Background: an optimization exercise with open tools, aiming at small area. Do not read the settings as production practice.
In this exercise RTL edits were held to simulation tests only and were not proved equivalent to the original.

==> flow/run.sh <==
#!/bin/bash
# The standard layout, with two changes: the port buffers are buf_1 instead of the
# default delay buffer, and clock tree synthesis clusters up to 25 sinks within 100 um
# and adds no dummy loads. The whole make run is logged to standard_flow.log here.
set -euo pipefail
bash standard.sh \
  "BUFFER_PORTS_ARGS=-buffer_cell sky130_fd_sc_hd__buf_1" \
  "CTS_ARGS=-sink_clustering_enable -repair_clock_nets -sink_clustering_size 25 -sink_clustering_max_diameter 100 -dont_use_dummy_load" \
  finish > standard_flow.log 2>&1
==> constraint.sdc <==
create_clock -name core_clock -period 10.0 [get_ports {clk160}]
set_input_delay 2.0000 -clock core_clock [delete_from_list [all_inputs] [get_ports {clk160}]]
set_output_delay 2.0000 -clock core_clock [all_outputs]
set_load 0.01 [all_outputs]
==> design.v <==
package aurora_lite_pkg;
    localparam logic [1:0] hdr_data = 2'b01;
    localparam logic [1:0] hdr_ctrl = 2'b10;
    localparam int scr_state_w = 58;
    function automatic logic [scr_state_w+64-1:0] scramble_step(
        input logic [64-1:0] din,
        input logic [scr_state_w-1:0]   state_in
    );
        logic [scr_state_w-1:0]   s;
        logic [64-1:0] dout;
        s = state_in;
        for (int i = 64 - 1; i >= 0; i--) begin
            dout[i] = din[i] ^ s[38] ^ s[57];
            s = {s[scr_state_w-2:0], dout[i]};
        end
        scramble_step = {s, dout};
    endfunction
    function automatic logic [scr_state_w+64-1:0] descramble_step(
        input logic [64-1:0] din,
        input logic [scr_state_w-1:0]   state_in
    );
        logic [scr_state_w-1:0]   s;
        logic [64-1:0] dout;
        s = state_in;
        for (int i = 64 - 1; i >= 0; i--) begin
            dout[i] = din[i] ^ s[38] ^ s[57];
            s = {s[scr_state_w-2:0], din[i]};
        end
        descramble_step = {s, dout};
    endfunction
endpackage
`timescale 1ns/1ps
module tx_encoder (
    input  logic                     clk160,
    input  logic                     rst,
    input  logic [1:0]               pattern_sel,
    input  logic [64-1:0] user_word,
    input  logic                     block_next,
    output logic [66-1:0]   block
);
    localparam int sw = aurora_lite_pkg::scr_state_w;
    logic [64-1:0] count;
    logic [64-1:0] count_nx;
    logic [64-1:0] payload;
    logic                     data;
    logic [64-1:0] scr_word;
    logic [sw-1:0]            scr_state_nx;
    logic                     data_q;
    logic [64-1:0] word_q;
    always_comb begin
        case (pattern_sel)
            2'd1:    payload = count;
            2'd2:    payload = user_word;
            default: payload = 64'hB0B5_C0CA_C01A_CAFE;
        endcase
    end
    assign data = pattern_sel[0] ^ pattern_sel[1];
    assign {scr_state_nx, scr_word} = aurora_lite_pkg::scramble_step(payload, word_q[sw-1:0]);
    always_comb begin
        logic [64-1:0] below;
        logic                     grp;
        logic                     run;
        grp = 1'b1;
        for (int g = 0; g < 64; g += 8) begin
            run = grp;
            for (int i = g; i < g + 8; i++) begin
                below[i] = run;
                run      = run & count[i];
            end
            grp = grp & (&count[g +: 8]);
        end
        count_nx = count ^ (below & {64{block_next && pattern_sel == 2'd1}});
    end
    always_ff @(posedge clk160) begin
        if (rst) begin
            count <= '0;
        end else begin
            count <= count_nx;
        end
    end
    always_ff @(posedge clk160) begin
        if (block_next) begin
            data_q             <= data;
            word_q[64-1:sw] <= scr_word[64-1:sw];
        end
    end
    always_ff @(posedge clk160) begin
        if (rst) begin
            word_q[sw-1:0] <= '1;
        end else if (block_next) begin
            word_q[sw-1:0] <= scr_word[sw-1:0];
        end
    end
    assign block = {!data_q, data_q, word_q};
endmodule
`timescale 1ns/1ps
module tx_gearbox (
    input  logic                   clk160,
    input  logic                   rst,
    input  logic [66-1:0] block,
    output logic                   block_next,
    output logic [32-1:0]  tx_data
);
    logic [3:0]  j;
    logic        odd;
    logic        last;
    logic        clear;
    logic [29:0] tail;
    logic [95:0] cat;
    logic [63:0] win_a;
    logic [47:0] w16;
    logic [39:0] w8;
    logic [35:0] w4;
    logic [31:0] win;
    assign block_next = (odd && j != 4'd0) || last;
    always_ff @(posedge clk160) begin
        tail <= block[29:0];
    end
    assign cat   = {tail, block};
    assign win_a = odd ? cat[63:0] : cat[95:32];
    always_comb begin
        w16 = j[3] ? win_a[47:0] : win_a[63:16];
        w8  = j[2] ? w16[39:0]   : w16[47:8];
        w4  = j[1] ? w8[35:0]    : w8[39:4];
        win = j[0] ? w4[33:2]    : w4[35:4];
        if (last) win = block[31:0];
    end
    always_ff @(posedge clk160) begin
        if (rst) begin
            j     <= 4'd0;
            odd   <= 1'b1;
            last  <= 1'b0;
            clear <= 1'b1;
        end else begin
            if (last) begin
                j     <= 4'd15;
                odd   <= 1'b0;
                last  <= 1'b0;
                clear <= 1'b0;
            end else if (!odd) begin
                odd <= 1'b1;
            end else if (j == 4'd0) begin
                last <= 1'b1;
            end else begin
                j   <= j - 4'd1;
                odd <= 1'b0;
            end
        end
    end
    always_ff @(posedge clk160) begin
        if (rst || clear) begin
            tx_data <= '0;
        end else begin
            tx_data <= win;
        end
    end
endmodule
`timescale 1ns/1ps
module rx_gearbox (
    input  logic                  clk160,
    input  logic                  rst,
    input  logic [32-1:0] rx_data,
    input  logic                  slip,
    output logic [66-1:0] block,
    output logic                  block_valid
);
    localparam int hist_w = 66 - 1;
    logic [hist_w-1:0]               hist;
    logic [32-1:0]           lane;
    logic                            lane_lsb;
    logic [hist_w+32-1:0]    line;
    logic [6:0]                      cnt_q;
    logic [6:0]                      avail;
    logic [6:0]                      rest;
    logic [4:0]                      off;
    logic                            full;
    logic [66+13:0]         cut16;
    logic [66+5:0]          cut8;
    logic [66+1:0]          cut4;
    logic [66-1:0]          cut;
    assign avail = cnt_q + 7'(32) - {6'd0, slip};
    assign rest  = avail - 7'(66);
    assign full  = !rest[6];
    assign off   = rest[4:0];
    assign lane = avail[0] ? {lane_lsb, rx_data[32-1:1]} : rx_data;
    assign line = {hist, lane};
    always_ff @(posedge clk160) begin
        hist     <= line[hist_w-1:0];
        lane_lsb <= rx_data[0];
    end
    assign cut16 = off[4] ? line[66+29:16] : line[66+13:0];
    assign cut8  = off[3] ? cut16[66+13:8] : cut16[66+5:0];
    assign cut4  = off[2] ? cut8[66+5:4]   : cut8[66+1:0];
    assign cut   = off[1] ? cut4[66+1:2]   : cut4[66-1:0];
    always_ff @(posedge clk160) begin
        if (rst) begin
            cnt_q       <= '0;
            block_valid <= 1'b0;
        end else begin
            block_valid <= full;
            cnt_q       <= full ? rest : avail;
        end
    end
    always_ff @(posedge clk160) begin
        if (full) begin
            block <= cut;
        end
    end
endmodule
`timescale 1ns/1ps
module block_sync (
    input  logic clk160,
    input  logic rst,
    input  logic [66-1:0] block,
    input  logic block_valid,
    output logic slip,
    output logic locked
);
    localparam int sh_w   = $clog2(64);
    localparam int inv_w  = $clog2(16 + 1);
    logic [sh_w-1:0]   sh_cnt;
    logic [inv_w-1:0]  inv_cnt;
    logic [1:0]        header;
    logic              hdr_ok;
    logic              window_end;
    logic              inv_limit;
    assign header     = block[66-1 -: 2];
    assign hdr_ok     = header[1] ^ header[0];
    assign window_end = (sh_cnt == sh_w'(64 - 1));
    assign inv_limit  = (inv_cnt == inv_w'(16 - 1));
    always_ff @(posedge clk160) begin
        if (rst) begin
            locked  <= 1'b0;
            slip    <= 1'b0;
            sh_cnt  <= '0;
            inv_cnt <= '0;
        end else begin
            slip <= 1'b0;
            if (block_valid) begin
                if (!locked) begin
                    if (inv_cnt != '0) begin
                        inv_cnt <= inv_cnt - 1'b1;
                    end else if (!hdr_ok) begin
                        slip    <= 1'b1;
                        sh_cnt  <= '0;
                        inv_cnt <= inv_w'(8);
                    end else if (window_end) begin
                        locked <= 1'b1;
                        sh_cnt <= '0;
                    end else begin
                        sh_cnt <= sh_cnt + 1'b1;
                    end
                end else begin
                    if (!hdr_ok && inv_limit) begin
                        locked  <= 1'b0;
                        slip    <= 1'b1;
                        sh_cnt  <= '0;
                        inv_cnt <= inv_w'(8);
                    end else if (window_end) begin
                        sh_cnt  <= '0;
                        inv_cnt <= '0;
                    end else begin
                        sh_cnt <= sh_cnt + 1'b1;
                        if (!hdr_ok) begin
                            inv_cnt <= inv_cnt + 1'b1;
                        end
                    end
                end
            end
        end
    end
endmodule
`timescale 1ns/1ps
module rx_checker (
    input  logic                     clk160,
    input  logic                     rst,
    input  logic [66-1:0]   block,
    input  logic                     block_valid,
    input  logic                     locked,
    output logic [64-1:0] rx_word,
    output logic                     rx_word_valid,
    output logic [32-1:0] ber_cnt
);
    logic [aurora_lite_pkg::scr_state_w-1:0]   dsc_state;
    logic [aurora_lite_pkg::scr_state_w-1:0]   dsc_state_nx;
    logic [64-1:0] dsc_word;
    logic [32-1:0] ber_sum;
    logic [1:0]               header;
    logic                     primed;
    logic                     take;
    logic                     took;
    assign header = block[66-1 -: 2];
    assign take   = block_valid && locked;
    assign {dsc_state_nx, dsc_word} = aurora_lite_pkg::descramble_step(block[64-1:0], dsc_state);
    assign rx_word = dsc_word;
    ber_add u_ber_add (
        .bits (dsc_word ^ 64'hB0B5_C0CA_C01A_CAFE),
        .acc  (ber_cnt),
        .sum  (ber_sum)
    );
    always_ff @(posedge clk160) begin
        took <= take;
        if (took) begin
            dsc_state <= block[aurora_lite_pkg::scr_state_w-1:0];
        end
    end
    always_ff @(posedge clk160) begin
        if (rst) begin
            primed        <= 1'b0;
            rx_word_valid <= 1'b0;
            ber_cnt       <= '0;
        end else begin
            rx_word_valid <= 1'b0;
            if (!locked) begin
                primed <= 1'b0;
            end else if (block_valid) begin
                primed <= 1'b1;
                if (primed && header == aurora_lite_pkg::hdr_data) begin
                    rx_word_valid <= 1'b1;
                end
                if (primed && header == aurora_lite_pkg::hdr_ctrl) begin
                    ber_cnt <= ber_sum;
                end
            end
        end
    end
endmodule
`timescale 1ns/1ps
module ber_add (
    input  logic [63:0] bits,
    input  logic [31:0] acc,
    output logic [31:0] sum
);
    logic t1, t2, t3, t4, t5, t6, t7, t8, t9, t10, t11, t12, t13, t14, t15, t16, t17, t18, t19, t20, t21, t22, t23, t24, t25, t26, t27, t28, t29, t30, t31, t32, t33, t34, t35, t36, t37, t38, t39, t40, t41, t42, t43, t44, t45, t46, t47, t48, t49, t50, t51, t52, t53, t54, t55, t56, t57, t58, t59, t60, t61, t62, t63, t64, t65, t66, t67, t68, t69, t70, t71, t72, t73, t74, t75, t76, t77, t78, t79, t80, t81, t82, t83, t84, t85, t86, t87, t88, t89, t90, t91, t92, t93, t94, t95, t96, t97, t98, t99, t100, t101, t102, t103, t104, t105, t106, t107, t108, t109, t110, t111, t112, t113, t114, t115, t116, t117, t118, t119, t120, t121, t122, t123, t124, t125, t126, t127, t128, t129, t130, t131, t132, t133, t134, t135, t136, t137, t138, t139, t140, t141, t142, t143, t144, t145, t146, t147, t148, t149, t150, t151, t152;
    assign t1 = bits[0] ^ bits[1] ^ bits[2];
    assign t2 = (bits[0] & bits[1]) | (bits[0] & bits[2]) | (bits[1] & bits[2]);
    assign t3 = bits[3] ^ bits[4] ^ bits[5];
    assign t4 = (bits[3] & bits[4]) | (bits[3] & bits[5]) | (bits[4] & bits[5]);
    assign t5 = bits[6] ^ bits[7] ^ bits[8];
    assign t6 = (bits[6] & bits[7]) | (bits[6] & bits[8]) | (bits[7] & bits[8]);
    assign t7 = bits[9] ^ bits[10] ^ bits[11];
    assign t8 = (bits[9] & bits[10]) | (bits[9] & bits[11]) | (bits[10] & bits[11]);
    assign t9 = bits[12] ^ bits[13] ^ bits[14];
    assign t10 = (bits[12] & bits[13]) | (bits[12] & bits[14]) | (bits[13] & bits[14]);
    assign t11 = bits[15] ^ bits[16] ^ bits[17];
    assign t12 = (bits[15] & bits[16]) | (bits[15] & bits[17]) | (bits[16] & bits[17]);
    assign t13 = bits[18] ^ bits[19] ^ bits[20];
    assign t14 = (bits[18] & bits[19]) | (bits[18] & bits[20]) | (bits[19] & bits[20]);
    assign t15 = bits[21] ^ bits[22] ^ bits[23];
    assign t16 = (bits[21] & bits[22]) | (bits[21] & bits[23]) | (bits[22] & bits[23]);
    assign t17 = bits[24] ^ bits[25] ^ bits[26];
    assign t18 = (bits[24] & bits[25]) | (bits[24] & bits[26]) | (bits[25] & bits[26]);
    assign t19 = bits[27] ^ bits[28] ^ bits[29];
    assign t20 = (bits[27] & bits[28]) | (bits[27] & bits[29]) | (bits[28] & bits[29]);
    assign t21 = bits[30] ^ bits[31] ^ bits[32];
    assign t22 = (bits[30] & bits[31]) | (bits[30] & bits[32]) | (bits[31] & bits[32]);
    assign t23 = bits[33] ^ bits[34] ^ bits[35];
    assign t24 = (bits[33] & bits[34]) | (bits[33] & bits[35]) | (bits[34] & bits[35]);
    assign t25 = bits[36] ^ bits[37] ^ bits[38];
    assign t26 = (bits[36] & bits[37]) | (bits[36] & bits[38]) | (bits[37] & bits[38]);
    assign t27 = bits[39] ^ bits[40] ^ bits[41];
    assign t28 = (bits[39] & bits[40]) | (bits[39] & bits[41]) | (bits[40] & bits[41]);
    assign t29 = bits[42] ^ bits[43] ^ bits[44];
    assign t30 = (bits[42] & bits[43]) | (bits[42] & bits[44]) | (bits[43] & bits[44]);
    assign t31 = bits[45] ^ bits[46] ^ bits[47];
    assign t32 = (bits[45] & bits[46]) | (bits[45] & bits[47]) | (bits[46] & bits[47]);
    assign t33 = bits[48] ^ bits[49] ^ bits[50];
    assign t34 = (bits[48] & bits[49]) | (bits[48] & bits[50]) | (bits[49] & bits[50]);
    assign t35 = bits[51] ^ bits[52] ^ bits[53];
    assign t36 = (bits[51] & bits[52]) | (bits[51] & bits[53]) | (bits[52] & bits[53]);
    assign t37 = bits[54] ^ bits[55] ^ bits[56];
    assign t38 = (bits[54] & bits[55]) | (bits[54] & bits[56]) | (bits[55] & bits[56]);
    assign t39 = bits[57] ^ bits[58] ^ bits[59];
    assign t40 = (bits[57] & bits[58]) | (bits[57] & bits[59]) | (bits[58] & bits[59]);
    assign t41 = bits[60] ^ bits[61] ^ bits[62];
    assign t42 = (bits[60] & bits[61]) | (bits[60] & bits[62]) | (bits[61] & bits[62]);
    assign t43 = t1 ^ t3 ^ t5;
    assign t44 = (t1 & t3) | (t1 & t5) | (t3 & t5);
    assign t45 = t7 ^ t9 ^ t11;
    assign t46 = (t7 & t9) | (t7 & t11) | (t9 & t11);
    assign t47 = t13 ^ t15 ^ t17;
    assign t48 = (t13 & t15) | (t13 & t17) | (t15 & t17);
    assign t49 = t19 ^ t21 ^ t23;
    assign t50 = (t19 & t21) | (t19 & t23) | (t21 & t23);
    assign t51 = t25 ^ t27 ^ t29;
    assign t52 = (t25 & t27) | (t25 & t29) | (t27 & t29);
    assign t53 = t31 ^ t33 ^ t35;
    assign t54 = (t31 & t33) | (t31 & t35) | (t33 & t35);
    assign t55 = t37 ^ t39 ^ t41;
    assign t56 = (t37 & t39) | (t37 & t41) | (t39 & t41);
    assign t57 = t2 ^ t4 ^ t6;
    assign t58 = (t2 & t4) | (t2 & t6) | (t4 & t6);
    assign t59 = t8 ^ t10 ^ t12;
    assign t60 = (t8 & t10) | (t8 & t12) | (t10 & t12);
    assign t61 = t14 ^ t16 ^ t18;
    assign t62 = (t14 & t16) | (t14 & t18) | (t16 & t18);
    assign t63 = t20 ^ t22 ^ t24;
    assign t64 = (t20 & t22) | (t20 & t24) | (t22 & t24);
    assign t65 = t26 ^ t28 ^ t30;
    assign t66 = (t26 & t28) | (t26 & t30) | (t28 & t30);
    assign t67 = t32 ^ t34 ^ t36;
    assign t68 = (t32 & t34) | (t32 & t36) | (t34 & t36);
    assign t69 = t38 ^ t40 ^ t42;
    assign t70 = (t38 & t40) | (t38 & t42) | (t40 & t42);
    assign t71 = t43 ^ t45 ^ t47;
    assign t72 = (t43 & t45) | (t43 & t47) | (t45 & t47);
    assign t73 = t49 ^ t51 ^ t53;
    assign t74 = (t49 & t51) | (t49 & t53) | (t51 & t53);
    assign t75 = t55 ^ bits[63] ^ acc[0];
    assign t76 = (t55 & bits[63]) | (t55 & acc[0]) | (bits[63] & acc[0]);
    assign t77 = t44 ^ t46 ^ t48;
    assign t78 = (t44 & t46) | (t44 & t48) | (t46 & t48);
    assign t79 = t50 ^ t52 ^ t54;
    assign t80 = (t50 & t52) | (t50 & t54) | (t52 & t54);
    assign t81 = t56 ^ t57 ^ t59;
    assign t82 = (t56 & t57) | (t56 & t59) | (t57 & t59);
    assign t83 = t61 ^ t63 ^ t65;
    assign t84 = (t61 & t63) | (t61 & t65) | (t63 & t65);
    assign t85 = t67 ^ t69 ^ acc[1];
    assign t86 = (t67 & t69) | (t67 & acc[1]) | (t69 & acc[1]);
    assign t87 = t58 ^ t60 ^ t62;
    assign t88 = (t58 & t60) | (t58 & t62) | (t60 & t62);
    assign t89 = t64 ^ t66 ^ t68;
    assign t90 = (t64 & t66) | (t64 & t68) | (t66 & t68);
    assign t91 = t71 ^ t73 ^ t75;
    assign t92 = (t71 & t73) | (t71 & t75) | (t73 & t75);
    assign t93 = t72 ^ t74 ^ t76;
    assign t94 = (t72 & t74) | (t72 & t76) | (t74 & t76);
    assign t95 = t77 ^ t79 ^ t81;
    assign t96 = (t77 & t79) | (t77 & t81) | (t79 & t81);
    assign t97 = t78 ^ t80 ^ t82;
    assign t98 = (t78 & t80) | (t78 & t82) | (t80 & t82);
    assign t99 = t84 ^ t86 ^ t87;
    assign t100 = (t84 & t86) | (t84 & t87) | (t86 & t87);
    assign t101 = t89 ^ t70 ^ acc[2];
    assign t102 = (t89 & t70) | (t89 & acc[2]) | (t70 & acc[2]);
    assign t103 = t88 ^ t90 ^ acc[3];
    assign t104 = (t88 & t90) | (t88 & acc[3]) | (t90 & acc[3]);
    assign t105 = t92 ^ t93 ^ t95;
    assign t106 = (t92 & t93) | (t92 & t95) | (t93 & t95);
    assign t107 = t94 ^ t96 ^ t97;
    assign t108 = (t94 & t96) | (t94 & t97) | (t96 & t97);
    assign t109 = t98 ^ t100 ^ t102;
    assign t110 = (t98 & t100) | (t98 & t102) | (t100 & t102);
    assign t111 = t105 ^ t83 ^ t85;
    assign t112 = (t105 & t83) | (t105 & t85) | (t83 & t85);
    assign t113 = t106 ^ t107 ^ t99;
    assign t114 = (t106 & t107) | (t106 & t99) | (t107 & t99);
    assign t115 = t108 ^ t109 ^ t103;
    assign t116 = (t108 & t109) | (t108 & t103) | (t109 & t103);
    assign t117 = t110 ^ t104 ^ acc[4];
    assign t118 = (t110 & t104) | (t110 & acc[4]) | (t104 & acc[4]);
    assign t119 = t112 ^ t113 ^ t101;
    assign t120 = (t112 & t113) | (t112 & t101) | (t113 & t101);
    assign t121 = t120 ^ t114 ^ t115;
    assign t122 = (t120 & t114) | (t120 & t115) | (t114 & t115);
    assign t123 = t122 ^ t116 ^ t117;
    assign t124 = (t122 & t116) | (t122 & t117) | (t116 & t117);
    assign t125 = t124 ^ t118 ^ acc[5];
    assign t126 = (t124 & t118) | (t124 & acc[5]) | (t118 & acc[5]);
    assign sum[0] = t91;
    assign sum[1] = t111;
    assign sum[2] = t119;
    assign sum[3] = t121;
    assign sum[4] = t123;
    assign sum[5] = t125;
    assign sum[6] = t126 ^ acc[6];
    assign t127 = t126 & acc[6];
    assign sum[7] = acc[7] ^ (t127 & 1'b1);
    assign t128 = acc[7];
    assign sum[8] = acc[8] ^ (t127 & t128);
    assign t129 = t128 & acc[8];
    assign sum[9] = acc[9] ^ (t127 & t129);
    assign t130 = t129 & acc[9];
    assign sum[10] = acc[10] ^ (t127 & t130);
    assign t131 = t130 & acc[10];
    assign sum[11] = acc[11] ^ (t127 & t131);
    assign t132 = t131 & acc[11];
    assign sum[12] = acc[12] ^ (t127 & t132);
    assign t133 = t132 & acc[12];
    assign sum[13] = acc[13] ^ (t127 & t133);
    assign t134 = t133 & acc[13];
    assign sum[14] = acc[14] ^ (t127 & t134);
    assign t135 = t134 & acc[14];
    assign sum[15] = acc[15] ^ (t127 & t135);
    assign t136 = t135 & acc[15];
    assign sum[16] = acc[16] ^ (t127 & t136);
    assign t137 = t136 & acc[16];
    assign sum[17] = acc[17] ^ (t127 & t137);
    assign t138 = t137 & acc[17];
    assign sum[18] = acc[18] ^ (t127 & t138);
    assign t139 = t138 & acc[18];
    assign sum[19] = acc[19] ^ (t127 & t139);
    assign t140 = t139 & acc[19];
    assign sum[20] = acc[20] ^ (t127 & t140);
    assign t141 = t140 & acc[20];
    assign sum[21] = acc[21] ^ (t127 & t141);
    assign t142 = t141 & acc[21];
    assign sum[22] = acc[22] ^ (t127 & t142);
    assign t143 = t142 & acc[22];
    assign sum[23] = acc[23] ^ (t127 & t143);
    assign t144 = t143 & acc[23];
    assign sum[24] = acc[24] ^ (t127 & t144);
    assign t145 = t144 & acc[24];
    assign sum[25] = acc[25] ^ (t127 & t145);
    assign t146 = t145 & acc[25];
    assign sum[26] = acc[26] ^ (t127 & t146);
    assign t147 = t146 & acc[26];
    assign sum[27] = acc[27] ^ (t127 & t147);
    assign t148 = t147 & acc[27];
    assign sum[28] = acc[28] ^ (t127 & t148);
    assign t149 = t148 & acc[28];
    assign sum[29] = acc[29] ^ (t127 & t149);
    assign t150 = t149 & acc[29];
    assign sum[30] = acc[30] ^ (t127 & t150);
    assign t151 = t150 & acc[30];
    assign sum[31] = acc[31] ^ (t127 & t151);
    assign t152 = t151 & acc[31];
endmodule
`timescale 1ns/1ps
module aurora_lite_top (
    input  logic                     clk160,
    input  logic                     rst,
    input  logic [1:0]               pattern_sel,
    input  logic [64-1:0] user_word,
    output logic [32-1:0]    tx_data,
    input  logic [32-1:0]    rx_data,
    output logic                     rx_locked,
    output logic [64-1:0] rx_word,
    output logic                     rx_word_valid,
    output logic [32-1:0] ber_cnt
);
    logic [66-1:0] tx_block;
    logic                   tx_block_next;
    logic [66-1:0] rx_block;
    logic                   rx_block_valid;
    logic                   rx_slip;
    tx_encoder u_tx_encoder (
        .clk160      (clk160),
        .rst         (rst),
        .pattern_sel (pattern_sel),
        .user_word   (user_word),
        .block_next  (tx_block_next),
        .block       (tx_block)
    );
    tx_gearbox u_tx_gearbox (
        .clk160     (clk160),
        .rst        (rst),
        .block      (tx_block),
        .block_next (tx_block_next),
        .tx_data    (tx_data)
    );
    rx_gearbox u_rx_gearbox (
        .clk160  (clk160),
        .rst     (rst),
        .rx_data (rx_data),
        .slip        (rx_slip),
        .block       (rx_block),
        .block_valid (rx_block_valid)
    );
    block_sync u_block_sync (
        .clk160 (clk160),
        .rst    (rst),
        .block       (rx_block),
        .block_valid (rx_block_valid),
        .slip        (rx_slip),
        .locked      (rx_locked)
    );
    rx_checker u_rx_checker (
        .clk160        (clk160),
        .rst           (rst),
        .block         (rx_block),
        .block_valid   (rx_block_valid),
        .locked        (rx_locked),
        .rx_word       (rx_word),
        .rx_word_valid (rx_word_valid),
        .ber_cnt       (ber_cnt)
    );
endmodule
==> config.mk <==
export PLATFORM = sky130hd
export DESIGN_NAME = aurora_lite_top
export DESIGN_NICKNAME = aurora_lite_top
export VERILOG_FILES = /design/flow/design.v
export SDC_FILE = /design/flow/constraint.sdc
export NUM_CORES = 4
export LEC_CHECK = 0
export CAP_MARGIN = 20
export CORE_MARGIN = 2
export CORE_UTILIZATION = 40
export SLEW_MARGIN = 20
==> standard.sh <==
#!/bin/bash
# synth_recipe.tcl (not shown) runs the flow's synth.tcl, then flattens the netlist and writes it again
# the make line also repeats each setting of config.mk as NAME=value (left out here)
make -C /OpenROAD-flow-scripts/flow DESIGN_CONFIG=/design/flow/config.mk WORK_HOME=/design/flow/orfs CLKGATE_MAP_FILE= SYNTH_SCRIPT=/design/flow/synth_recipe.tcl "${@:-finish}"
==> flow_summary.json, run 1 <==
{
  "status": "timing/DRC/antenna clean",
  "netlist_instances": 2483,
  "synth_fa_ha_area_frac": 0.0585,
  "route.detailed.drc": 0,
  "areaGrowthSynthToFinish_pct": 8.64,
  "worstPathRequired_ns": 10.44,
  "worstPathArrival_ns": 8.20,
  "insertion_delay_ns": 0.59,
  "io_pins": 230,
  "min_period_ns": 7.76,
  "path_class": "reg2reg",
  "cts_setup_buffers": 0,
  "synth_compound_area_frac": 0.104,
  "rsz0062_at_grt": "no",
  "skew_ns": 0.0592,
  "crit_path_frequent_cell": "fa_1",
  "syn_avg_cell_area_um2": 10.1,
  "ys_ff_latch": 443,
  "synth_top_family_by_area": "multiplexers",
  "core_um2": 61900,
  "yosysWarnings": 5,
  "synth_edf_count": 131,
  "place_inst": 3424,
  "synthMuxAreaShare": 0.158,
  "grt_max_degree": 97,
  "synth_flop_cell": "dfxtp_1",
  "portBuffers": 229,
  "tightest_slew_ns": 1.06,
  "cts_hold_buf": 0,
  "tritoncts": "done",
  "synth_top_cell_by_area": "dfxtp_1",
  "dieArea_um2": 64800,
  "fin_crit_sh": 0.776,
  "maxCapViolCount": 0,
  "syn_nets": 2664,
  "clock-sinks": 443,
  "drv_slew": 0,
  "max_freq_ghz": 0.129,
  "final_hold_viol_count": 0,
  "dp_hpwl_um": 55800,
  "grt.total_usage": 0.220,
  "timing.rr.start": "u_rx_gearbox.block[61]",
  "crit_fanout": 10,
  "final_cells": 3454,
  "syn_area_um2": 25100,
  "drtIter0Drc": 1683,
  "fin_nets": 2794,
  "cp-startpoint": "u_rx_gearbox.block[61]",
  "slowest_stage": "nor4_2",
  "cts-root-buf": "clkbuf_16",
  "wl_per_cell_um": 21.2,
  "hp-class": "reg2reg",
  "routed_via_density": 5.45,
  "synth_xor_xnor_area_share": 0.120,
  "die_x_um": 255,
  "wirelength_um": 73400,
  "worstPathCellList": "xnor2_1, xor2_1, fa_1, fa_1, fa_1, fa_1, fa_1, fa_1, fa_1, fa_1, inv_1, fa_1, fa_1, inv_1, ha_1, and3_1, nand4_1, nor4_2, nand4_1, nor2_1, xnor2_1, nor2_1",
  "dieHeight_um": 255,
  "synth_top_area_share": 0.249,
  "cts_resized": 0,
  "grt_pass1_vias": 18100,
  "drive_above_1_share": 0.0735,
  "yosys-top-cells-area": "dfxtp_1 25%, edfxtp_1 16%, mux2i_1 9.1%, xnor2_1 8.2%, fa_1 4.9%",
  "rows": 91,
  "dr_total_vias": 18800,
  "cts.clk_slew.worst_paths_ns": 0.10,
  "overflow": 0,
  "cts_htree_levels": 1,
  "end_kind": "register",
  "grt_pass1_wl_um": 109000,
  "tns_ns": 0,
  "start_util": 0.406,
  "antenna_found_initial": 8,
  "synth_cell_types": 70,
  "final_util": 0.441,
  "start_kind": "register",
  "numCtsBuffers": 24,
  "ant_nets": 0,
  "async_reset_ff_frac": 0,
  "relSlewSlack": 0.296,
  "dr.pass1.iters": 6,
  "synthSimpleGateAreaFrac": 0.109,
  "ys_seq_area_frac": 0.405,
  "clock_path_buffers": 3,
  "routabilityCongestion": 0.948,
  "finalSetupViolCount": 0,
  "min_from": "u_rx_gearbox.hist[23]",
  "worst_path_largest_cell_delay_ns": 0.77
}
## final timing paths
path / endpoint / depth (start not counted) / slack [ns]
worst max register to register: u_rx_checker.ber_cnt[31] / 22 / 2.24
worst max-delay path: u_rx_checker.ber_cnt[31] / 22 / 2.24
worst min-delay path: u_rx_gearbox.hist[55] / 0 / 0.32
worst min register to register: u_rx_gearbox.hist[55] / 0 / 0.32
## critical path, delay by kind of cell, from the launching register on
kind,cells,cell delay (ns)
xor+xnor,3,0.87
fa+ha+maj,11,4.50
buf+inv,2,0.13
flops,1,0.50
simple gates,6,1.62
## Yosys cell counts (23+ instances only)
| cell | instances |
|---|---|
| mux2i_1 | 229 |
| clkbuf_1 | 101 |
| edfxtp_1 | 131 |
| a221oi_1 | 30 |
| dfxtp_1 | 312 |
| o21ai_0 | 103 |
| nor2_1 | 268 |
| mux2_2 | 50 |
| a211o_1 | 34 |
| a211oi_1 | 35 |
| mux4_2 | 49 |
| a21oi_1 | 97 |
| buf_1 | 23 |
| xnor2_1 | 234 |
| a22oi_1 | 37 |
| fa_1 | 61 |
| nand2_1 | 125 |
| inv_1 | 147 |
| nand3_1 | 32 |
| xor2_1 | 108 |
## per-layer routing
| layer | part of all wire | global-route usage |
|---|---|---|
| met1 | 0.42 | 0.288 |
| met2 | 0.48 | 0.372 |
| met3 | 0.064 | 0.0331 |
| met4 | 0.030 | 0.0693 |
| met5 | 0 | 0.0143 |
## metrics by stage
| stage | hold WS [ns] | setup slack (ns) | cell area (um2) |
|---|---|---|---|
| 2_1_floorplan | 0.350 | 2.93 | 25100 |
| 3_3_place_gp | 0.359 | 2.29 | 26700 |
| 5_1_grt | 0.323 | 1.74 | 27300 |
| 3_5_place_dp | 0.363 | 2.16 | 26700 |
| 6_report | 0.322 | 2.24 | 27300 |
| 4_1_cts | 0.320 | 2.17 | 27300 |
## final cells by class
cell class	count	area, um2
Sequential cell	443	10200
Clock buffer	24	601
Multi-Input combinational cell	1743	13900
Tap cell	837	1050
Inverter	149	559
Timing Repair Buffer	252	1040
Fill cell	5966	34600
Antenna cell	6	15.0
## logic make-up after synthesis
kind of cell,Yosys count
DFF,443
muxes,328
buffers and inverters,297
xor gates and xnor gates,343
AOI/OAI and AO/OA,400
and+or+nand+nor,591
adders and majority gates,81
## cells in the final DEF, fill, tap and decap left out, types with 13 or more instances in the layout
master     instances
dfxtp_1          309
nor2_1           268
xnor2_1          233
mux2i_1          229
buf_1            228
inv_1            146
edfxtp_1         131
nand2_1          125
xor2_1           108
o21ai_0          103
a21oi_1           97
fa_1              61
mux2_2            50
mux4_2            49
a22oi_1           37
a211oi_1          35
a211o_1           34
nand3_1           32
a221oi_1          30
clkbuf_16         24
buf_4             23
and2_1            22
nor3_1            21
nand4_1           20
or2_2             17
and3_1            16
ha_1              16
or3_1             14
nand2b_1          13
## state kept, by name, indices dropped and copies added (netlist names), 4 cells and up
| name | count |
|---|---|
| u_block_sync.inv_cnt | 5 |
| u_block_sync.sh_cnt | 6 |
| u_rx_checker.ber_cnt | 32 |
| u_rx_checker.dsc_state | 58 |
| u_rx_gearbox.block | 66 |
| u_rx_gearbox.cnt_q | 7 |
| u_rx_gearbox.hist | 64 |
| u_tx_encoder.count | 64 |
| u_tx_encoder.word_q | 64 |
| u_tx_gearbox.j | 4 |
| u_tx_gearbox.tail | 30 |
| u_tx_gearbox.tx_data | 32 |
==> run 2: changes to the inputs <==
==> flow/run.sh (replaced) <==
#!/bin/bash
# The standard layout, with two changes: the port buffers are buf_1 instead of the
# default delay buffer, and clock tree synthesis clusters up to 20 sinks within 80 um
# and adds no dummy loads. The whole make run is logged to standard_flow.log here.
set -euo pipefail
bash standard.sh \
  "BUFFER_PORTS_ARGS=-buffer_cell sky130_fd_sc_hd__buf_1" \
  "CTS_ARGS=-sink_clustering_enable -repair_clock_nets -sink_clustering_size 20 -sink_clustering_max_diameter 80 -dont_use_dummy_load" \
  finish > standard_flow.log 2>&1
==> run 2 against run 1 <==
  * Still clean on timing, DRC and antenna
  * Maximum frequency decreased by 0.23%
  * Non-clock buffer count unchanged
  * Cell count increased by 0.20%
  * Synthesized area unchanged
  * Core utilization increased by 0.25 points
  * Register-to-register slack got worse by 0.02 ns
  * Sequential share of layout area decreased by 0.21 points
  * Highest routed layer unchanged
==> flow_summary.json, run 2 <==
{
  "drv_slew": 0,
  "start_kind": "register",
  "start_util": 0.406,
  "yosysWarnings": 5,
  "skew_ns": 0.0504,
  "grt.total_usage": 0.221,
  "ys_ff_latch": 443,
  "grt_max_degree": 97,
  "yosys-top-cells-area": "dfxtp_1 25%, edfxtp_1 16%, mux2i_1 9.1%, xnor2_1 8.2%, fa_1 4.9%",
  "tritoncts": "done",
  "dieArea_um2": 64800,
  "rows": 91,
  "largest_register_ff_count": 66,
  "met3_usage": 0.0349,
  "ys_seq_area_frac": 0.405,
  "worstPathCellList": "xnor2_1, xor2_1, fa_1, fa_1, fa_1, fa_1, fa_1, fa_1, fa_1, fa_1, inv_1, fa_1, fa_1, inv_1, ha_1, and3_1, nand4_1, nor4_2, nand4_1, nor2_1, xnor2_1, nor2_1",
  "route.detailed.drc": 0,
  "grt.met1_usage": 0.289,
  "grt_util_met2": 0.374,
  "largest-register": "u_rx_gearbox.block",
  "overflow": 0,
  "relSlewSlack": 0.290,
  "clock_path_buffers": 3,
  "synth_edf_count": 131,
  "drtIter0Drc": 1690,
  "cts_hold_buf": 0,
  "grt_pass1_vias": 18100,
  "syn_nets": 2664,
  "finalSetupViolCount": 0,
  "fin_crit_sh": 0.778,
  "cts_setup_buffers": 0,
  "worst_path_largest_cell_delay_ns": 0.77,
  "routabilityCongestion": 0.948,
  "crit_path_frequent_cell": "fa_1",
  "holdWs_ns": 0.340,
  "dp_hpwl_um": 55800,
  "busiest_layer": "met2",
  "wirelength_um": 73700,
  "fin_nets": 2800,
  "antenna_found_initial": 7,
  "maxCapViolCount": 0,
  "synthMostInstantiatedCell": "dfxtp_1",
  "die_x_um": 255,
  "syn_avg_cell_area_um2": 10.1,
  "clock-sinks": 443,
  "dr.pass1.iters": 6,
  "numCtsBuffers": 30,
  "wl_per_cell_um": 21.3,
  "layout_commonest_cell": "dfxtp_1",
  "drive_above_1_share": 0.0757,
  "dr_total_vias": 18800,
  "async_reset_ff_frac": 0,
  "rsz0062_at_grt": "no",
  "cts-root-buf": "clkbuf_16",
  "crit_fanout": 10,
  "synth_top_cell_by_area": "dfxtp_1",
  "synth_cell_types": 70,
  "place_ws_ns": 2.16,
  "final_util": 0.443,
  "ant_nets": 0,
  "synth_top_area_share": 0.249,
  "final_hold_viol_count": 0,
  "cts_resized": 0,
  "io_pins": 230,
  "insertion_delay_ns": 0.62,
  "status": "timing/DRC/antenna clean",
  "portBuffers": 229,
  "cts.clk_slew.worst_paths_ns": 0.09,
  "areaGrowthSynthToFinish_pct": 9.25,
  "max_freq_ghz": 0.129,
  "grt_pass1_wl_um": 109000,
  "slowest_stage": "nor4_2",
  "tns_ns": 0,
  "dieHeight_um": 255,
  "path_class": "reg2reg",
  "min_period_ns": 7.78,
  "worstPathRequired_ns": 10.45,
  "core_um2": 61900,
  "netlist_instances": 2483,
  "synth_common_cells": "312 x dfxtp_1, 268 x nor2_1, 234 x xnor2_1, 229 x mux2i_1, 147 x inv_1",
  "end_kind": "register",
  "routed_via_density": 5.43,
  "final_cell_mix": "309 x dfxtp_1, 268 x nor2_1, 233 x xnor2_1",
  "synth_flop_cell": "dfxtp_1",
  "worstPathArrival_ns": 8.22,
  "syn_area_um2": 25100,
  "hp-class": "reg2reg",
  "cts_htree_levels": 1,
  "tightest_slew_ns": 1.06,
  "layout_setup_ws_ns": 2.22
}
run 2: cell counts after synthesis:
No cell type changed its count.
run 2: layout make-up:
cell class / count / area [um2]
timing repair buffer: 252 / 1040
inverter: 149 / 559
fill: 5960 / 34500
multi-input combinational: 1743 / 13900
sequential: 443 / 10200
clock buffer: 30 / 751
antenna: 7 / 17.5
tap: 837 / 1050
run 2: cell families (layout without fill, tap and decap cells):
family / count (synthesis) / count (layout) / synth area share
simple gates: 591 / 591 / 0.109
flops: 443 / 443 / 0.405
compound gates: 400 / 400 / 0.104
xor+xnor: 343 / 343 / 0.120
mux: 328 / 328 / 0.158
buf+inv: 297 / 431 / 0.0459
fa+ha+maj: 81 / 81 / 0.0585
other cells: 0 / 7 / 0
run 2: layer usage:
metal / part of all wire / up-vias
met1: 0.42 / 9225
li1: - / 8895
met5: 0 / -
met2: 0.48 / 588
met3: 0.064 / 102
met4: 0.032 / 0
run 2: final timing paths:
path	startpoint	endpoint	slack (ns)	cells past startpoint
worst max-delay path	u_rx_gearbox.block[61]	u_rx_checker.ber_cnt[31]	2.22	22
worst min-delay path	u_rx_gearbox.hist[23]	u_rx_gearbox.hist[55]	0.34	0
worst max register to register	u_rx_gearbox.block[61]	u_rx_checker.ber_cnt[31]	2.22	22
worst min register to register	u_rx_gearbox.hist[23]	u_rx_gearbox.hist[55]	0.34	0
run 2: worst max-delay path: cells and delay by family, from the launching register on:
kind	cells	cell delay, ns
buffers and inverters	2	0.13
XOR/XNOR	3	0.87
adder cells (fa/ha/maj)	11	4.50
AND/OR/NAND/NOR	6	1.62
flip-flops	1	0.51
run 2: through the flow:
| step | cells | instance area [um2] |
|---|---|---|
| 3_5_place_dp | 3424 | 26700 |
| 6_report | 3461 | 27500 |
| 5_1_grt | 3459 | 27500 |
| 4_1_cts | 3454 | 27400 |
| 3_3_place_gp | 3424 | 26700 |
| 2_1_floorplan | 2483 | 25100 |
==> run 3: changes to the inputs <==
==> flow/run.sh (replaced) <==
#!/bin/bash
# The standard layout with three changes:
# - synthesis is synth_recipe.tcl unchanged except that abc maps the logic between the
#   registers with flow/abc_area.script, an area-oriented mapping, instead of ORFS's
#   speed script; the registers, their names and cells are those of the standard synthesis
# - the port buffers are buf_1 instead of the default delay buffer
# - clock tree synthesis clusters up to 25 sinks within 100 um and adds no dummy loads
# The whole make run is logged to standard_flow.log here; each tool's log is under orfs/logs.
set -euo pipefail
work=$PWD
cat > "$work/area_synth.tcl" <<TCL
proc abc {args} {
  set i [lsearch -exact \$args -script]
  if {\$i >= 0} { lset args [expr {\$i + 1}] {$work/flow/abc_area.script} }
  puts "area_synth.tcl: abc runs with [lindex \$args [expr {\$i + 1}]]"
  yosys abc {*}\$args
}
source {$work/synth_recipe.tcl}
TCL
bash standard.sh \
  "SYNTH_SCRIPT=$work/area_synth.tcl" \
  "BUFFER_PORTS_ARGS=-buffer_cell sky130_fd_sc_hd__buf_1" \
  "CTS_ARGS=-sink_clustering_enable -repair_clock_nets -sink_clustering_size 25 -sink_clustering_max_diameter 100 -dont_use_dummy_load" \
  finish > standard_flow.log 2>&1
==> flow/abc_area.script (new file) <==
&get -n
&st
&dch
&nf -a
&st
&syn2
&if -g -K 6
&synch2
&nf -a
&st
&dch -f
&nf -a -R 1000
&put
==> run 3 against run 2 <==
  * Still clean
  * Hold slack got worse by 0.024 ns
  * Synthesized cell count increased by 0.20%
  * Via count increased by 3.1%
  * Critical path type unchanged
  * Critical endpoint unchanged
  * Largest cell class unchanged
  * Highest routed layer is now met5
==> flow_summary.json, run 3 <==
{
  "status": "timing/DRC/antenna clean",
  "die_x_um": 247,
  "synth_common_cells": "312 x dfxtp_1, 293 x nor2_1, 266 x a21oi_1, 219 x o21ai_0, 185 x xnor2_1",
  "dieHeight_um": 247,
  "cts_setup_buffers": 0,
  "cp_num_cells": 31,
  "final_cell_mix": "308 x dfxtp_1, 293 x nor2_1, 265 x a21oi_1",
  "fin_nets": 2951,
  "relSlewSlack": 0.355,
  "grt_util_met2": 0.358,
  "r2r_end": "u_rx_checker.ber_cnt[31]",
  "cts-root-buf": "clkbuf_16",
  "drive_above_1_share": 0.0246,
  "maxCapViolCount": 0,
  "crit_path_frequent_cell": "fa_1",
  "fill_cells": 5760,
  "antenna_found_initial": 5,
  "grt.met1_usage": 0.339,
  "cts_resized": 0,
  "final-seq-area_um2": 10200,
  "async_reset_ff_frac": 0,
  "routabilityCongestion": 0.920,
  "start_util": 0.402,
  "max_freq_ghz": 0.115,
  "timing.rr.start": "u_rx_gearbox.block[27]",
  "postPlaceCellArea_um2": 25800,
  "grt_pass1_wl_um": 108000,
  "start_kind": "register",
  "fin_area_um2": 26400,
  "largest_register_ff_count": 66,
  "multi_input_area_um2": 13000,
  "antenna_cells": 0,
  "portBuffers": 229,
  "ant_nets": 0,
  "met3_usage": 0.0346,
  "clock_path_buffers": 3,
  "dp_hpwl_um": 55200,
  "drv_slew": 0,
  "tritoncts": "done",
  "io_pins": 230,
  "largest-register": "u_rx_gearbox.block",
  "timing.critical_path.max_delay_family": "adder cells",
  "ys_seq_area_frac": 0.430,
  "routed_via_density": 5.47,
  "final_hold_viol_count": 0,
  "synth_edf_count": 131,
  "yosysWarnings": 5,
  "yosys-top-cells-area": "dfxtp_1 26%, edfxtp_1 17%, mux2i_1 7.7%, xnor2_1 6.8%, a21oi_1 5.6%",
  "fin_crit_sh": 0.870,
  "cts_htree_levels": 1,
  "insertion_delay_ns": 0.60,
  "worstPathRequired_ns": 10.53,
  "synth_flop_cell": "dfxtp_1",
  "dr_total_vias": 19400,
  "wl_per_cell_um": 20.4,
  "synth_cell_types": 49,
  "crit_fanout": 6,
  "path_class": "reg2reg",
  "end_kind": "register",
  "drtIter0Drc": 1632,
  "tightest_slew_ns": 0.968,
  "rows": 89,
  "skew_ns": 0.0472,
  "syn_nets": 2669,
  "ff2ff_setup_slack_ns": 1.30,
  "min_period_ns": 8.70,
  "syn_avg_cell_area_um2": 9.51,
  "crit_buf_inv": 6,
  "synth_top_cell_by_area": "dfxtp_1",
  "worstPathArrival_ns": 9.23,
  "cts_hold_buf": 0,
  "tns_ns": 0,
  "cp-startpoint": "u_rx_gearbox.block[27]",
  "clock-sinks": 443,
  "worst_path_largest_cell_delay_ns": 0.58,
  "ys_ff_latch": 443,
  "rsz0062_at_grt": "no",
  "busiest_layer": "met2",
  "dr.pass1.iters": 7,
  "slowest_stage": "fa_1",
  "grt.total_usage": 0.232,
  "syn_area_um2": 23700,
  "netlist_instances": 2488,
  "cts.clk_slew.worst_paths_ns": 0.10,
  "r2r_cells": 31,
  "grt_max_degree": 100,
  "core_um2": 58800,
  "overflow": 0,
  "finalSetupViolCount": 0,
  "numCtsBuffers": 25,
  "wirelength_um": 72400,
  "synthMostInstantiatedCell": "dfxtp_1",
  "dieArea_um2": 61100,
  "layout_commonest_cell": "dfxtp_1",
  "grt_pass1_vias": 17900,
  "cp-endpoint": "u_rx_checker.ber_cnt[31]",
  "hp-class": "reg2reg",
  "areaGrowthSynthToFinish_pct": 11.6,
  "synth_top_area_share": 0.264,
  "route.detailed.drc": 0
}
run 3: how the worst min path moves through the flow:
stage	start	to	slack [ns]	cells after the start
after floorplan	u_rx_gearbox.hist[0]	u_rx_gearbox.hist[32]	0.35	0
after global placement	u_rx_gearbox.hist[11]	u_rx_gearbox.hist[43]	0.36	0
after detailed placement	u_rx_gearbox.hist[5]	u_rx_gearbox.hist[37]	0.36	0
final	u_rx_gearbox.hist[31]	u_rx_gearbox.hist[63]	0.32	0
after CTS	u_rx_gearbox.hist[31]	u_rx_gearbox.hist[63]	0.30	0
after global routing	u_rx_gearbox.hist[31]	u_rx_gearbox.hist[63]	0.31	0
run 3: cells by family (layout without fill, tap and decap cells):
logic type                 after synthesis  in the layout  synth area share
muxes                                  235            235             0.103
DFF                                    443            443             0.430
and+or+nand+nor                        652            652             0.120
adders and majority gates               82             82            0.0626
AOI/OAI and AO/OA                      647            647             0.155
xor gates and xnor gates               285            285             0.105
buffers and inverters                  144            424            0.0228
run 3: stage by stage:
step                std cells   util  hold slack, ns  worst slack (ns)
detailed placement       3515  0.438           0.359              1.29
global route             3541  0.449           0.308             0.605
floorplan                2488      -           0.346             0.990
global placement         3514  0.438           0.360              1.29
CTS                      3540  0.449           0.302              1.22
finish                   3541  0.449           0.316              1.30
run 3: final cells by class:
class,instances,area share
sequential,443,0.386
tap,773,0.0366
multi-input combinational,1901,0.494
inverter,144,0.0205
clock buffer,25,0.0237
timing repair buffer,255,0.0398
run 3: layer usage:
layer,wire length (um),up-vias
li1,-,9385
met1,34500,9375
met2,31900,531
met3,4260,85
met4,1660,8
met5,52,-
==> run 4: changes to the inputs <==
--- a/design.v
+++ b/design.v
@@ -163,5 +163,6 @@
     input  logic                  slip,
     output logic [66-1:0] block,
-    output logic                  block_valid
+    output logic                  block_valid,
+    output logic                  block_load
 );
     localparam int hist_w = 66 - 1;
@@ -183,4 +184,5 @@
     assign full  = !rest[6];
     assign off   = rest[4:0];
+    assign block_load = full;
     assign lane = avail[0] ? {lane_lsb, rx_data[32-1:1]} : rx_data;
     assign line = {hist, lane};
@@ -277,4 +279,5 @@
     input  logic [66-1:0]   block,
     input  logic                     block_valid,
+    input  logic                     block_load,
     input  logic                     locked,
     output logic [64-1:0] rx_word,
@@ -289,5 +292,4 @@
     logic                     primed;
     logic                     take;
-    logic                     took;
     assign header = block[66-1 -: 2];
     assign take   = block_valid && locked;
@@ -300,6 +302,5 @@
     );
     always_ff @(posedge clk160) begin
-        took <= take;
-        if (took) begin
+        if (block_load) begin
             dsc_state <= block[aurora_lite_pkg::scr_state_w-1:0];
         end
@@ -535,4 +536,5 @@
     logic [66-1:0] rx_block;
     logic                   rx_block_valid;
+    logic                   rx_block_load;
     logic                   rx_slip;
     tx_encoder u_tx_encoder (
@@ -557,5 +559,6 @@
         .slip        (rx_slip),
         .block       (rx_block),
-        .block_valid (rx_block_valid)
+        .block_valid (rx_block_valid),
+        .block_load  (rx_block_load)
     );
     block_sync u_block_sync (
@@ -572,4 +575,5 @@
         .block         (rx_block),
         .block_valid   (rx_block_valid),
+        .block_load    (rx_block_load),
         .locked        (rx_locked),
         .rx_word       (rx_word),
--- a/flow/run.sh
+++ b/flow/run.sh
@@ -2,5 +2,6 @@
 # The standard layout with three changes:
 # - synthesis is synth_recipe.tcl unchanged except that abc maps the logic between the
-#   registers with flow/abc_area.script, an area-oriented mapping, instead of ORFS's
+#   registers with flow/abc_area.script, area-oriented mapping (amap) followed by
+#   abc's own buffering and sizing, instead of ORFS's
 #   speed script; the registers, their names and cells are those of the standard synthesis
 # - the port buffers are buf_1 instead of the default delay buffer
==> flow/abc_area.script (replaced) <==
strash
dc2
dch -f
amap
topo
stime -c
buffer -c
upsize -c
dnsize -c
==> run 4 against run 3 <==
  * Still clean
  * Clock skew increased by 0.019 ns
  * Non-clock buffer count decreased by 1
  * Maximum frequency decreased by 1.5%
  * Via count increased by 6.7%
  * Critical path depth increased by 1
  * Highest routed layer is now met4
==> flow_summary.json, run 4 <==
{
  "status": "timing/DRC/antenna clean",
  "io_pins": 230,
  "cts.clk_slew.worst_paths_ns": 0.10,
  "holdPathStages": 0,
  "met3_usage": 0.0339,
  "tns_ns": 0,
  "dr_total_vias": 20700,
  "netlist_instances": 2665,
  "synth_edf_count": 131,
  "fin_crit_sh": 0.883,
  "layout_commonest_cell": "nor2_1",
  "synth_flop_cell": "dfxtp_1",
  "worstPathRequired_ns": 10.46,
  "yosys-top-cells-area": "dfxtp_1 27%, edfxtp_1 17%, o22ai_1 7.9%, nor2_1 6.0%, o22a_1 5.9%",
  "finalSetupViolCount": 0,
  "fin_nets": 2952,
  "antenna_cells": 0,
  "grt.met1_usage": 0.363,
  "grt.total_usage": 0.240,
  "drive_above_1_share": 0.0426,
  "ys_ff_latch": 442,
  "syn_nets": 2846,
  "synth_cell_types": 63,
  "timing.critical_path.max_delay_family": "adder cells",
  "core_um2": 57700,
  "tritoncts": "done",
  "numCtsBuffers": 24,
  "rsz0062_at_grt": "no",
  "slowest_stage": "fa_1",
  "cts_htree_levels": 1,
  "crit_fanout": 5,
  "insertion_delay_ns": 0.59,
  "die_x_um": 245,
  "dr.pass1.iters": 7,
  "cts_setup_buffers": 0,
  "start_kind": "register",
  "hp-class": "reg2reg",
  "final_util": 0.437,
  "rows": 88,
  "dieHeight_um": 245,
  "r2r_cells": 32,
  "final_cell_mix": "370 x nor2_1, 308 x dfxtp_1, 293 x o22ai_1",
  "syn_area_um2": 23300,
  "fill_cells": 5729,
  "clock_path_buffers": 3,
  "wl_per_cell_um": 21.4,
  "tightest_slew_ns": 1.05,
  "min_to": "u_rx_gearbox.hist[57]",
  "routed_via_density": 5.85,
  "relSlewSlack": 0.300,
  "ys_seq_area_frac": 0.436,
  "busiest_layer": "met1",
  "cts_resized": 0,
  "start_util": 0.404,
  "drv_slew": 0,
  "crit_buf_inv": 2,
  "final-seq-area_um2": 10200,
  "wirelength_um": 75700,
  "drtIter0Drc": 2406,
  "portBuffers": 229,
  "r2r_end": "u_rx_checker.ber_cnt[31]",
  "cp-startpoint": "u_rx_gearbox.block[39]",
  "areaGrowthSynthToFinish_pct": 8.07,
  "worst_path_largest_cell_delay_ns": 0.57,
  "multi_input_area_um2": 11300,
  "synth_top_area_share": 0.267,
  "yosysWarnings": 5,
  "async_reset_ff_frac": 0,
  "ff2ff_setup_slack_ns": 1.17,
  "largest_register_ff_count": 66,
  "path_class": "reg2reg",
  "min_from": "u_rx_gearbox.hist[25]",
  "clock-sinks": 442,
  "grt_pass1_wl_um": 112000,
  "syn_avg_cell_area_um2": 8.75,
  "grt_pass1_vias": 18500,
  "dieArea_um2": 60200,
  "ant_nets": 0,
  "max_freq_ghz": 0.113,
  "dp_hpwl_um": 56800,
  "synth_top_cell_by_area": "dfxtp_1",
  "cts-root-buf": "clkbuf_16",
  "routabilityCongestion": 0.948,
  "worstPathArrival_ns": 9.29,
  "grt_util_met2": 0.357,
  "largest-register": "u_rx_gearbox.block",
  "min_period_ns": 8.83,
  "synth_common_cells": "371 x nor2_1, 311 x dfxtp_1, 293 x o22ai_1, 278 x inv_1, 197 x a21oi_1",
  "route.detailed.drc": 0,
  "skew_ns": 0.0665,
  "end_kind": "register",
  "cts_hold_buf": 0,
  "final_hold_viol_count": 0,
  "overflow": 0,
  "synthMostInstantiatedCell": "nor2_1",
  "maxCapViolCount": 0,
  "grt_max_degree": 82,
  "antenna_found_initial": 2,
  "crit_path_frequent_cell": "and3_1",
  "timing.rr.start": "u_rx_gearbox.block[39]"
}
[run 4: cell count changes after synthesis, moves of 50 or more]
| cell | change |
|---|---|
| mux2_1 | -50 |
| nor2_1 | +78 |
| clkinv_1 | -141 |
| mux2i_1 | -183 |
| nand2_1 | -58 |
| inv_1 | +278 |
| clkbuf_1 | +138 |
| o22ai_1 | +290 |
| xor2_1 | -94 |
| xnor2_1 | -183 |
| o21ai_0 | -80 |
| o22a_1 | +156 |
| a21oi_1 | -69 |
[run 4: worst max-delay path by stage]
| stage | depth (start not counted) | end | slack, ns |
|---|---|---|---|
| 2_1_floorplan | 36 | u_rx_checker.ber_cnt[31] | 2.01 |
| 3_3_place_gp | 32 | u_rx_checker.ber_cnt[31] | 1.29 |
| 3_5_place_dp | 32 | u_rx_checker.ber_cnt[31] | 1.24 |
| 4_1_cts | 32 | u_rx_checker.ber_cnt[31] | 1.15 |
| 5_1_grt | 34 | u_rx_checker.ber_cnt[31] | 0.57 |
| 6_report | 32 | u_rx_checker.ber_cnt[31] | 1.17 |
[run 4: worst reg2reg max path, delay by kind of cell, from the launching register on]
family / cells / cell delay, ns
and+or+nand+nor: 15 / 2.65
DFF: 1 / 0.52
adders and majority gates: 11 / 4.23
AOI/OAI and AO/OA: 4 / 1.16
buffers and inverters: 2 / 0.11
[run 4: cell type report]
| type | instances | share of cell area |
|---|---|---|
| Multi-Input combinational cell | 1761 | 0.450 |
| Clock buffer | 24 | 0.0238 |
| Inverter | 288 | 0.0434 |
| Tap cell | 765 | 0.0380 |
| Sequential cell | 442 | 0.403 |
| Timing Repair Buffer | 254 | 0.0417 |
[run 4: layer usage]
metal / vias to the layer above / share of wire / wire (um)
li1: 9950 / - / -
met1: 9796 / 0.46 / 35000
met2: 834 / 0.43 / 32400
met5: - / 0 / 0
met4: 0 / 0.029 / 2180
met3: 107 / 0.080 / 6050
[run 4: metrics by stage]
| stage | setup WS, ns | instance area, um2 | hold slack [ns] | cells |
|---|---|---|---|---|
| after floorplan | 2.01 | 23300 | 0.352 | 2665 |
| after global placement | 1.29 | 24600 | 0.359 | 3510 |
| after detailed placement | 1.24 | 24600 | 0.362 | 3510 |
| after CTS | 1.15 | 25200 | 0.337 | 3534 |
| after global routing | 0.565 | 25200 | 0.327 | 3534 |
| final | 1.17 | 25200 | 0.334 | 3534 |
[run 4: kinds of logic (layout without fill, tap and decap cells)]
kind of cell / Yosys count / in the layout / share of synthesized area
buffers and inverters: 462 / 566 / 0.0798
AOI/OAI and AO/OA: 1026 / 1026 / 0.295
and+or+nand+nor: 646 / 646 / 0.123
xor gates and xnor gates: 8 / 8 / 0.00301
adders and majority gates: 81 / 81 / 0.0631
DFF: 442 / 442 / 0.436
==> run 5: changes to the inputs <==
--- a/flow/run.sh
+++ b/flow/run.sh
@@ -2,5 +2,5 @@
 # The standard layout with three changes:
 # - synthesis is synth_recipe.tcl unchanged except that abc maps the logic between the
-#   registers with flow/abc_area.script, area-oriented mapping (amap) followed by
+#   registers with flow/abc_area.script, area-oriented mapping (amap -m) followed by
 #   abc's own buffering and sizing, instead of ORFS's
 #   speed script; the registers, their names and cells are those of the standard synthesis
==> flow/abc_area.script (replaced) <==
strash
dc2
dch -f
amap -m
topo
stime -c
buffer -c
upsize -c
dnsize -c
==> run 5 against run 4 <==
  * Worst setup slack better by 0.047 ns
  * Via count is 0.81% lower
  * Sequential cell count stayed put
  * Critical path type unchanged
  * Critical endpoint unchanged
  * Largest cell class unchanged
==> flow_summary.json, run 5 <==
{
  "status": "timing/DRC/antenna clean",
  "wirelength_um": 74800,
  "route.layer.met1.wl_um": 34400,
  "largest-register": "u_rx_gearbox.block",
  "insertion_delay_ns": 0.58,
  "synth_top_area_share": 0.269,
  "skew_ns": 0.0586,
  "rsz0062_at_grt": "no",
  "areaGrowthSynthToFinish_pct": 8.65,
  "worstPathRequired_ns": 10.47,
  "numCtsBuffers": 23,
  "dr.pass1.iters": 10,
  "cp-startpoint": "u_rx_gearbox.block[39]",
  "yosysWarnings": 5,
  "tns_ns": 0,
  "maxCapViolCount": 0,
  "netlist_instances": 2624,
  "async_reset_ff_frac": 0,
  "hp-class": "reg2reg",
  "overflow": 0,
  "relSlewSlack": 0.398,
  "cts_hold_buf": 0,
  "route.detailed.drc": 0,
  "syn_nets": 2805,
  "fin_nets": 2913,
  "clock_path_buffers": 3,
  "grt_max_degree": 82,
  "ys_seq_area_frac": 0.440,
  "min_to": "u_rx_gearbox.hist[60]",
  "synth_common_cells": "340 x nor2_1, 311 x dfxtp_1, 301 x o22ai_1, 264 x inv_1, 187 x a21oi_1",
  "largest_register_ff_count": 66,
  "slowest_stage": "fa_1",
  "core_um2": 57400,
  "crit_fanout": 5,
  "synth_flop_cell": "dfxtp_1",
  "path_class": "reg2reg",
  "io_pins": 230,
  "final_hold_viol_count": 0,
  "timing.rr.start": "u_rx_gearbox.block[39]",
  "synth_edf_count": 131,
  "dr_total_vias": 20500,
  "drv_slew": 0,
  "max_freq_ghz": 0.114,
  "r2r_cells": 32,
  "grt.total_usage": 0.240,
  "finalSetupViolCount": 0,
  "tightest_slew_ns": 0.901,
  "dieHeight_um": 244,
  "syn_avg_cell_area_um2": 8.81,
  "dieArea_um2": 59700,
  "r2r_end": "u_rx_checker.ber_cnt[31]",
  "ys_ff_latch": 442,
  "ff2ff_setup_slack_ns": 1.22,
  "synthMostInstantiatedCell": "nor2_1",
  "start_util": 0.403,
  "worst_path_largest_cell_delay_ns": 0.58,
  "cts_resized": 0,
  "synth_cell_types": 54,
  "worstPathArrival_ns": 9.26,
  "synth_top_cell_by_area": "dfxtp_1",
  "fin_crit_sh": 0.878,
  "cts-root-buf": "clkbuf_16",
  "end_kind": "register",
  "final_cell_mix": "339 x nor2_1, 310 x dfxtp_1, 301 x o22ai_1",
  "start_kind": "register",
  "portBuffers": 229,
  "grt_pass1_wl_um": 111000,
  "syn_area_um2": 23100,
  "antenna_cells": 0,
  "topRoutingLayerUsed": "met5",
  "cts_setup_buffers": 0,
  "tritoncts": "done",
  "rows": 88,
  "cts.clk_slew.worst_paths_ns": 0.10,
  "antenna_found_initial": 7,
  "grt_pass1_vias": 18500,
  "routed_via_density": 5.87,
  "min_period_ns": 8.78,
  "yosys-top-cells-area": "dfxtp_1 27%, edfxtp_1 17%, o22ai_1 8.1%, o22a_1 6.4%, nor2_1 5.5%",
  "crit_path_frequent_cell": "and3_1",
  "wl_met2_um": 32500,
  "routabilityCongestion": 0.943,
  "drtIter0Drc": 2194,
  "wl_per_cell_um": 21.4,
  "dp_hpwl_um": 56400,
  "cts_htree_levels": 1,
  "clock-sinks": 442,
  "wl_met3_um": 5650,
  "layout_commonest_cell": "nor2_1",
  "holdPathStages": 0,
  "die_x_um": 244,
  "drive_above_1_share": 0.0465,
  "min_from": "u_rx_gearbox.hist[28]",
  "ant_nets": 0
}
## run 5: worst max-delay path, delay by kind of cell, from the launching register on
kind	cells	cell delay, ns
and+or+nand+nor	15	2.64
buffers and inverters	2	0.11
DFF	1	0.51
adders and majority gates	11	4.28
AOI/OAI and AO/OA	4	1.15
## run 5: layer usage
metal / up-vias / GRT usage
met5: - / 0
met4: 4 / 0.0649
met3: 98 / 0.0309
met2: 763 / 0.363
met1: 9781 / 0.360
li1: 9874 / -
## run 5: worst max path at each step
stage	to	slack, ns	cells past startpoint
after floorplan	u_rx_checker.ber_cnt[31]	2.00	36
after global placement	u_rx_checker.ber_cnt[31]	1.32	35
after detailed placement	u_rx_checker.ber_cnt[31]	1.28	35
after CTS	u_rx_checker.ber_cnt[31]	1.20	35
after global routing	u_rx_checker.ber_cnt[31]	0.49	35
final	u_rx_checker.ber_cnt[31]	1.22	32
## run 5: final cells by class
type | count | area (um2)
Multi-Input combinational cell | 1733 | 11300
Fill cell | 5660 | 32300
Timing Repair Buffer | 257 | 1070
Sequential cell | 442 | 10200
Clock buffer | 23 | 576
Tap cell | 765 | 957
Inverter | 275 | 1040
## run 5: per-stage QoR
| step | std cells | hold WS [ns] | utilization | instance area, um2 | setup slack, ns |
|---|---|---|---|---|---|
| 2_1_floorplan | 2624 | 0.350 | - | 23100 | 2.00 |
| 3_5_place_dp | 3472 | 0.358 | 0.428 | 24500 | 1.28 |
| 4_1_cts | 3495 | 0.364 | 0.438 | 25100 | 1.20 |
| 3_3_place_gp | 3472 | 0.359 | 0.428 | 24500 | 1.32 |
| 5_1_grt | 3495 | 0.367 | 0.438 | 25100 | 0.488 |
| 6_report | 3495 | 0.359 | 0.438 | 25100 | 1.22 |
## run 5: kinds of logic (layout without fill, tap and decap cells)
| family | Yosys count | in the layout | share of synthesized area |
|---|---|---|---|
| buffers and inverters | 449 | 555 | 0.0731 |
| xor gates and xnor gates | 8 | 8 | 0.00303 |
| DFF | 442 | 442 | 0.440 |
| adders and majority gates | 81 | 81 | 0.0637 |
| AOI/OAI and AO/OA | 1035 | 1035 | 0.303 |
| and+or+nand+nor | 609 | 609 | 0.118 |

==> what the ideal ports hide <==
No port has a modelled driver above. Below, the same layouts with a new extraction and two added sets of constraints.
Step 1 assumes that a clkbuf_16 drives the clock port and a buf_2 every other input.
Step 2 adds t to the input delays and takes it off the output delays; t is the mean of the earliest and latest rising clock arrival at the registers after step 1. Input paths then give back, and output paths get back, about the clock's delay inside the block.
Slacks: ideal ports / drivers / drivers and shift; pairs: ideal ports / drivers.
| run | t, ns | slack for setup (ns) | worst register clock-pin slew, ns | cell pins on the clock port's net |
|---|---|---|---|---|
| run 1 | 0.611 | 2.241 / 2.241 / 2.241 | 0.11 / 0.11 | 1 |
| run 2 | 0.650 | 2.223 / 2.223 / 2.223 | 0.09 / 0.09 | 1 |
| run 3 | 0.645 | 1.301 / 1.301 / 1.301 | 0.10 / 0.10 | 1 |
| run 4 | 0.629 | 1.168 / 1.168 / 1.168 | 0.11 / 0.11 | 1 |
| run 5 | 0.612 | 1.216 / 1.216 / 1.216 | 0.11 / 0.11 | 1 |
After both steps every run listed still meets setup and hold.
